Context: an optimization exercise on an open-source flow, tuned for small area, a short achievable clock period and few clock cycles per item. The choices shown serve that exercise and are no tape-out recipe.
Only simulation tests tie the RTL to the original design; equivalence was not proved.

$ cat design/flow/config.mk
export PLATFORM = sky130hd
export DESIGN_NAME = conv3x3_stream_engine
export DESIGN_NICKNAME = conv3x3_stream_engine
export VERILOG_FILES = /design/flow/design.v
export SDC_FILE = /design/flow/constraint.sdc
export NUM_CORES = 4
export LEC_CHECK = 0
export CAP_MARGIN = 20
export CORE_MARGIN = 2
export CORE_UTILIZATION = 40
export SLEW_MARGIN = 20
$ cat design/flow/constraint.sdc
create_clock -name core_clock -period 13.0 [get_ports {clk}]
set_input_delay 2.6000 -clock core_clock [delete_from_list [all_inputs] [get_ports {clk}]]
set_output_delay 2.6000 -clock core_clock [all_outputs]
set_load 0.01 [all_outputs]
$ cat design/flow/design.v
module conv3x3_stream_engine #(
    parameter int BIT_DEPTH = 8,
    parameter int IMG_W     = 28,
    parameter int IMG_H     = 28,
    parameter int ACC_W     = 20,
    parameter int ADDR_W    = 10
) (
    input  logic                 clk,
    input  logic                 rst,
    input  logic                 kernel_wr_en,
    input  logic [3:0]           kernel_wr_addr,
    input  logic [BIT_DEPTH-1:0] kernel_wr_data,
    input  logic                 start,
    input  logic [1:0]           stride,
    input  logic                 relu_en,
    input  logic [4:0]           shift_amt,
    input  logic                 pix_valid,
    input  logic [BIT_DEPTH-1:0] pix_data,
    output logic                 pix_ready,
    output logic                 out_valid,
    output logic [BIT_DEPTH-1:0] out_data,
    output logic [ADDR_W-1:0]    out_addr,
    input  logic                 out_ready,
    output logic                 busy,
    output logic                 done
);
    localparam int CW = $clog2(IMG_W);
    localparam int RW = $clog2(IMG_H);
    localparam logic signed [ACC_W-1:0] U_MAX = ACC_W'((2 ** BIT_DEPTH) - 1);
    localparam logic signed [ACC_W-1:0] S_MAX = ACC_W'((2 ** (BIT_DEPTH - 1)) - 1);
    localparam logic signed [ACC_W-1:0] S_MIN = ACC_W'(-(2 ** (BIT_DEPTH - 1)));
    typedef enum logic [1:0] {
        IDLE  = 2'd0,
        RUN   = 2'd1,
        FLUSH = 2'd2
    } state_t;
    state_t state_reg, state_next;
    logic [CW-1:0]        col_reg;
    logic [RW-1:0]        row_reg;
    logic                 stride2_reg;
    logic                 relu_reg;
    logic [4:0]           shift_reg;
    logic [ADDR_W-1:0]    out_cnt_reg;
    logic                 out_valid_reg;
    logic [BIT_DEPTH-1:0] out_data_reg;
    logic [ADDR_W-1:0]    out_addr_reg;
    logic signed [BIT_DEPTH-1:0] kernel_reg [0:8];
    logic [BIT_DEPTH-1:0]        lb0_reg [0:IMG_W-1];
    logic [BIT_DEPTH-1:0]        lb1_reg [0:IMG_W-1];
    logic [BIT_DEPTH-1:0]        win_reg [0:5];
    logic [BIT_DEPTH-1:0]        col_tap [0:2];
    logic signed [ACC_W-1:0]     prod [0:8];
    logic signed [ACC_W-1:0]     sum;
    logic signed [ACC_W-1:0]     sh;
    logic [BIT_DEPTH-1:0]        res;
    logic pix_fire;
    logic col_last;
    logic last_pix;
    logic emit;
    logic kernel_we;
    assign col_last = (col_reg == CW'(IMG_W - 1));
    assign last_pix = col_last && (row_reg == RW'(IMG_H - 1));
    assign pix_fire = (state_reg == RUN) && pix_valid && pix_ready;
    assign kernel_we = (state_reg == IDLE) && kernel_wr_en && (kernel_wr_addr < 4'd9);
    assign emit = (row_reg >= RW'(2)) && (col_reg >= CW'(2)) &&
                  (!stride2_reg || (!row_reg[0] && !col_reg[0]));
    assign col_tap[0] = lb0_reg[col_reg];
    assign col_tap[1] = lb1_reg[col_reg];
    assign col_tap[2] = pix_data;
    genvar gi;
    generate
        for (gi = 0; gi < 9; gi++) begin : g_tap
            localparam int R = gi / 3;
            localparam int C = gi % 3;
            logic [BIT_DEPTH-1:0]    pix_tap;
            logic signed [ACC_W-1:0] pix_ext;
            logic signed [ACC_W-1:0] k_ext;
            if (C == 2) begin : g_new
                assign pix_tap = col_tap[R];
            end else begin : g_old
                assign pix_tap = win_reg[R * 2 + C];
            end
            assign pix_ext = {{(ACC_W - BIT_DEPTH){1'b0}}, pix_tap};
            assign k_ext   = {{(ACC_W - BIT_DEPTH){kernel_reg[gi][BIT_DEPTH-1]}}, kernel_reg[gi]};
            assign prod[gi] = pix_ext * k_ext;
        end
    endgenerate
    always_comb begin
        sum = '0;
        for (int i = 0; i < 9; i++) begin
            sum = sum + prod[i];
        end
        sh  = sum >>> shift_reg;
        res = sh[BIT_DEPTH-1:0];
        if (relu_reg) begin
            if (sh[ACC_W-1]) begin
                res = '0;
            end else if (sh > U_MAX) begin
                res = '1;
            end
        end else begin
            if (sh < S_MIN) begin
                res = {1'b1, {(BIT_DEPTH - 1){1'b0}}};
            end else if (sh > S_MAX) begin
                res = {1'b0, {(BIT_DEPTH - 1){1'b1}}};
            end
        end
    end
    always_ff @(posedge clk) begin
        if (!rst) begin
            state_reg <= IDLE;
        end else begin
            state_reg <= state_next;
        end
    end
    always_comb begin
        state_next = state_reg;
        pix_ready  = 1'b0;
        done       = 1'b0;
        case (state_reg)
            IDLE: begin
                if (start) begin
                    state_next = RUN;
                end
            end
            RUN: begin
                pix_ready = !out_valid_reg || out_ready;
                if (pix_valid && pix_ready && last_pix) begin
                    state_next = FLUSH;
                end
            end
            FLUSH: begin
                if (!out_valid_reg || out_ready) begin
                    done       = 1'b1;
                    state_next = IDLE;
                end
            end
            default: state_next = IDLE;
        endcase
    end
    assign busy      = (state_reg != IDLE);
    assign out_valid = out_valid_reg;
    assign out_data  = out_data_reg;
    assign out_addr  = out_addr_reg;
    always_ff @(posedge clk) begin
        if (!rst) begin
            for (int i = 0; i < 9; i++) begin
                kernel_reg[i] <= '0;
            end
        end else if (kernel_we) begin
            kernel_reg[kernel_wr_addr] <= kernel_wr_data;
        end
    end
    always_ff @(posedge clk) begin
        if (!rst) begin
            for (int i = 0; i < IMG_W; i++) begin
                lb0_reg[i] <= '0;
                lb1_reg[i] <= '0;
            end
            for (int i = 0; i < 6; i++) begin
                win_reg[i] <= '0;
            end
        end else if (pix_fire) begin
            lb0_reg[col_reg] <= lb1_reg[col_reg];
            lb1_reg[col_reg] <= pix_data;
            for (int i = 0; i < 3; i++) begin
                win_reg[2 * i]     <= win_reg[2 * i + 1];
                win_reg[2 * i + 1] <= col_tap[i];
            end
        end
    end
    always_ff @(posedge clk) begin
        if (!rst) begin
            col_reg       <= '0;
            row_reg       <= '0;
            stride2_reg   <= 1'b0;
            relu_reg      <= 1'b0;
            shift_reg     <= '0;
            out_cnt_reg   <= '0;
            out_valid_reg <= 1'b0;
            out_data_reg  <= '0;
            out_addr_reg  <= '0;
        end else begin
            if (state_reg == IDLE && start) begin
                stride2_reg <= (stride == 2'd2);
                relu_reg    <= relu_en;
                shift_reg   <= shift_amt;
                col_reg     <= '0;
                row_reg     <= '0;
                out_cnt_reg <= '0;
            end else if (pix_fire) begin
                if (col_last) begin
                    col_reg <= '0;
                    row_reg <= row_reg + RW'(1);
                end else begin
                    col_reg <= col_reg + CW'(1);
                end
                if (emit) begin
                    out_cnt_reg <= out_cnt_reg + ADDR_W'(1);
                end
            end
            if (pix_fire && emit) begin
                out_valid_reg <= 1'b1;
                out_data_reg  <= res;
                out_addr_reg  <= out_cnt_reg;
            end else if (out_valid_reg && out_ready) begin
                out_valid_reg <= 1'b0;
            end
        end
    end
endmodule
$ cat design/flow/run.sh
#!/bin/bash
# synth_recipe.tcl (not shown) runs the flow's synth.tcl, then flattens the netlist and writes it again
# the make line also repeats each setting of config.mk as NAME=value (left out here)
make -C /OpenROAD-flow-scripts/flow DESIGN_CONFIG=/design/flow/config.mk WORK_HOME=/design/flow/orfs CLKGATE_MAP_FILE= SYNTH_SCRIPT=/design/flow/synth_recipe.tcl finish
==> flow_summary.ini <==
[outcome]
status = no timing/DRC/antenna violations

[worst_hold_path]
worst_hold_path_type = flop to flop
min-delay-start = out_addr_reg[7]
worstHoldPathCells = 2
worstHoldEndpoint = out_addr_reg[7]

[worst_setup_path]
timing_worst_setup_path_type = flop to flop
critical-path-top-cell-by-count = sky130_fd_sc_hd__fa_1
worst_path_max_delay_cell = sky130_fd_sc_hd__fa_1
r2r_setup_slack_ps = 680
crit_path_max_fanout = 13
cp.required_ps = 13560
crit_path_arrival_time_ps = 12880
crit-reg2reg-capture = out_data_reg[2]
cp_slowest_stage_delay_ps = 610
cp-start-kind = flop
reg2reg_depth = 43
cp-end-kind = flop

[synthesis]
ys_types = 85
synth_edf_count = 584
postSynthAreaPerCell_sq_um = 11.2
ys_warn_count = 4
synthesis.nets = 5659
yosysSeqAreaShare_pct = 36.6
asyncSetResetFlopFracSynth_pct = 0
synth_seq_cells = 685
synthFlopType = sky130_fd_sc_hd__edfxtp_1
synthCells = 4757
syn-cell-area_sq_um = 53400

[drt]
post_route_ant_nets = 0
drc_errors = 0
viasPerCell = 5.34
routedWlPerCell_um = 21.0
vias = 35300
postRouteWirelength_mm = 139
detail_route.first_pass.iterations = 5
drt_first_iter_violations = 2866

[sta]
final-setup-viol-count = 0
final-max-slew-violation-count = 0
finalSetupTns_ps = 0
relSlewSlack_pct = 26.2
finalClockSkew_ps = 46.1
worst_hold_slack_ps = 466
timing_worst_slew_pin_value_ps = 1110
finalCritPeriodShare_pct = 94.8
grt_setup_unrepaired = false
fmaxAchievable_mhz = 81.2
post-route-min-period_ps = 12320
hold_viol = 0

[floorplanning]
chipWidth_um = 369
core-area_sq_um = 133000
floorplan.die_area_sq_um = 136000
core.rowCount = 134
starting_density_of_the_core_pct = 40.1
die_h_um = 369
number_of_ports_placed_on_the_die_boundary = 56

[place]
detailedPlacementHpwl_mm = 101
port_buffers = 55
place.detailed.instances = 6466
globalplace.congestion = 0.908

[clocking]
cts.clk_slew.worst_paths_ps = 60
root_buffer = sky130_fd_sc_hd__clkbuf_16
worst_skew_pair.late_latency_ps = 690
cts_hold_buf = 0
numCtsBuffers = 76
tritoncts = yes
clock-sinks = 685
max-clock-path-buffers = 3
htree_num_levels = 3

[run]
maxCapViolCount = 0

[grt]
grt_util_all_layers_pct = 20.9
maximum_number_of_pins_on_one_net_before_global_route_repair = 65
antenna_violations_before_repair = 12
wire_length_of_the_first_global_routing_pass_mm = 217
grt_pass1_vias = 36200
grt_overflow = 0

[layout]
final_net_count = 5680
area.growth.synth_to_final_pct = 10.5
stdcell_count = 6611
final_layout_size_suffix_gt1_share_pct = 9.34
[layer usage]
metal	wire (um)	share of wire, %	up-vias	GRT usage (%)
li1	-	-	16200	-
met1	61300	44	17900	29.5
met2	64200	46	1079	32.7
met3	9120	6.6	188	3.24
met4	4280	3.1	2	7.04
met5	19	0.014	-	0
[synth_stat cells, types with 25 or more instances]
library cell	instances	area (sq um)
sky130_fd_sc_hd__inv_1	605	2270
sky130_fd_sc_hd__edfxtp_1	584	17500
sky130_fd_sc_hd__fa_1	454	9090
sky130_fd_sc_hd__and2_1	429	2680
sky130_fd_sc_hd__ha_1	414	5180
sky130_fd_sc_hd__nor2_1	360	1350
sky130_fd_sc_hd__nand2_1	337	1260
sky130_fd_sc_hd__and3_1	242	1510
sky130_fd_sc_hd__clkbuf_1	188	706
sky130_fd_sc_hd__mux4_2	162	3650
sky130_fd_sc_hd__a21oi_1	117	586
sky130_fd_sc_hd__dfxtp_1	101	2020
sky130_fd_sc_hd__o21ai_0	96	480
sky130_fd_sc_hd__nor2b_1	85	532
sky130_fd_sc_hd__xor2_1	65	569
sky130_fd_sc_hd__nand2b_1	54	338
sky130_fd_sc_hd__xnor2_1	54	473
sky130_fd_sc_hd__a21boi_0	53	398
sky130_fd_sc_hd__nand3_1	35	175
sky130_fd_sc_hd__a21o_1	25	188
sky130_fd_sc_hd__mux2i_1	25	250
[repair_timing]
action / in CTS / in global routing
setup buffers: 0 / 2
endpoints found under the setup margin: 0 / 8
gates resized for setup: 0 / 4
[through the flow]
stage	instance area [sq um]	util (%)	setup slack [ps]
floorplan	53400	-	882
global placement	56300	42.4	162
detailed placement	56300	42.4	151
CTS	58900	44.3	592
global route	59000	44.4	10.2
finish	59000	44.4	680
[logic make-up (layout without fill, tap and decap cells)]
group,after synthesis,after routing,share of synthesized area [%]
AND/OR/NAND/NOR,1613,1613,15.6
adder cells (fa/ha/maj),868,868,26.7
buffers and inverters,832,916,5.88
flip-flops,685,685,36.6
AO/OA/AOI/OAI,441,441,5.63
multiplexers,198,198,7.54
XOR/XNOR,120,120,2.00
other,0,2,0
[worst max-delay path by stage]
stage                 endpoint         from  depth (start not counted)  slack, ps
2_1_floorplan  out_data_reg[5]         flop                         47        880
5_1_grt        out_data_reg[0]         flop                         43         10
6_report       out_data_reg[2]         flop                         43        680
4_1_cts        out_data_reg[2]         flop                         43        590
3_3_place_gp   out_data_reg[2]  pix_data[4]                         37        160
3_5_place_dp   out_data_reg[1]  pix_data[4]                         38        150
[worst max-delay path, delay by kind of cell (launching register included)]
kind,cells,cell delay (ps)
adders and majority gates,11,4710
AOI/OAI and AO/OA,17,4110
and+or+nand+nor,4,410
buffers and inverters,6,580
DFF,1,480
xor gates and xnor gates,2,520
muxes,3,1350
[area by class of cell]
type	count	area [sq um]
Inverter	612	2300
Sequential cell	685	19600
Multi-Input combinational cell	3240	30800
Tap cell	1768	2210
Clock inverter	49	589
Antenna cell	2	5.00
Clock buffer	92	1990
Fill cell	12200	74000
Timing Repair Buffer	163	1470
[placed cells by master (no fill, tap or decap), types with 16 or more instances in the layout]
cell / synthesis / final
sky130_fd_sc_hd__nor3_1: 22 / 20
sky130_fd_sc_hd__a21o_1: 25 / 25
sky130_fd_sc_hd__mux4_2: 162 / 162
sky130_fd_sc_hd__and2_1: 429 / 428
sky130_fd_sc_hd__nand2_1: 337 / 337
sky130_fd_sc_hd__clkdlybuf4s50_1: 0 / 54
sky130_fd_sc_hd__clkbuf_16: 0 / 77
sky130_fd_sc_hd__o211a_1: 16 / 16
sky130_fd_sc_hd__fa_1: 454 / 454
sky130_fd_sc_hd__nand3_1: 35 / 35
sky130_fd_sc_hd__ha_1: 414 / 414
sky130_fd_sc_hd__nor2b_1: 85 / 84
sky130_fd_sc_hd__o21ai_0: 96 / 90
sky130_fd_sc_hd__clkinv_2: 0 / 17
sky130_fd_sc_hd__inv_1: 605 / 605
sky130_fd_sc_hd__dfxtp_1: 101 / 97
sky130_fd_sc_hd__edfxtp_1: 584 / 584
sky130_fd_sc_hd__nor2_1: 360 / 360
sky130_fd_sc_hd__xnor2_1: 54 / 53
sky130_fd_sc_hd__and3_1: 242 / 238
sky130_fd_sc_hd__buf_4: 0 / 99
sky130_fd_sc_hd__nand2b_1: 54 / 54
sky130_fd_sc_hd__xor2_1: 65 / 65
sky130_fd_sc_hd__a21oi_1: 117 / 117
sky130_fd_sc_hd__mux2i_1: 25 / 17
sky130_fd_sc_hd__a21boi_0: 53 / 53
Testbench counts, summed over its fixed seeds: cycles 25,408, items 14,027.

-- afterwards: timing with drivers on the ports --
The flow's constraints put no driver on any port. The routed layout listed below was extracted and timed again, unchanged, in two steps.
Step 1, drivers: a clkbuf_16 drives clk and a buf_2 each remaining input, both assumed.
Step 2 also shifts input and output timing later by t, the mid clock arrival at the registers, as if the neighbouring blocks saw the same clock.
Slacks: ideal ports / drivers / drivers and shift; pairs: ideal ports / drivers.
shift t [ns]: 0.736
setup slack, ns: 0.680 / 0.680 / -0.005
clock arrival spread, ns: 0.047 / 0.047
cell pins on the clock port's net: 1
Met with ideal ports but missed after step 2: setup timing in this run. The setup slack of this run moves by 0.000 ns with the drivers and by -0.685 ns with both steps.
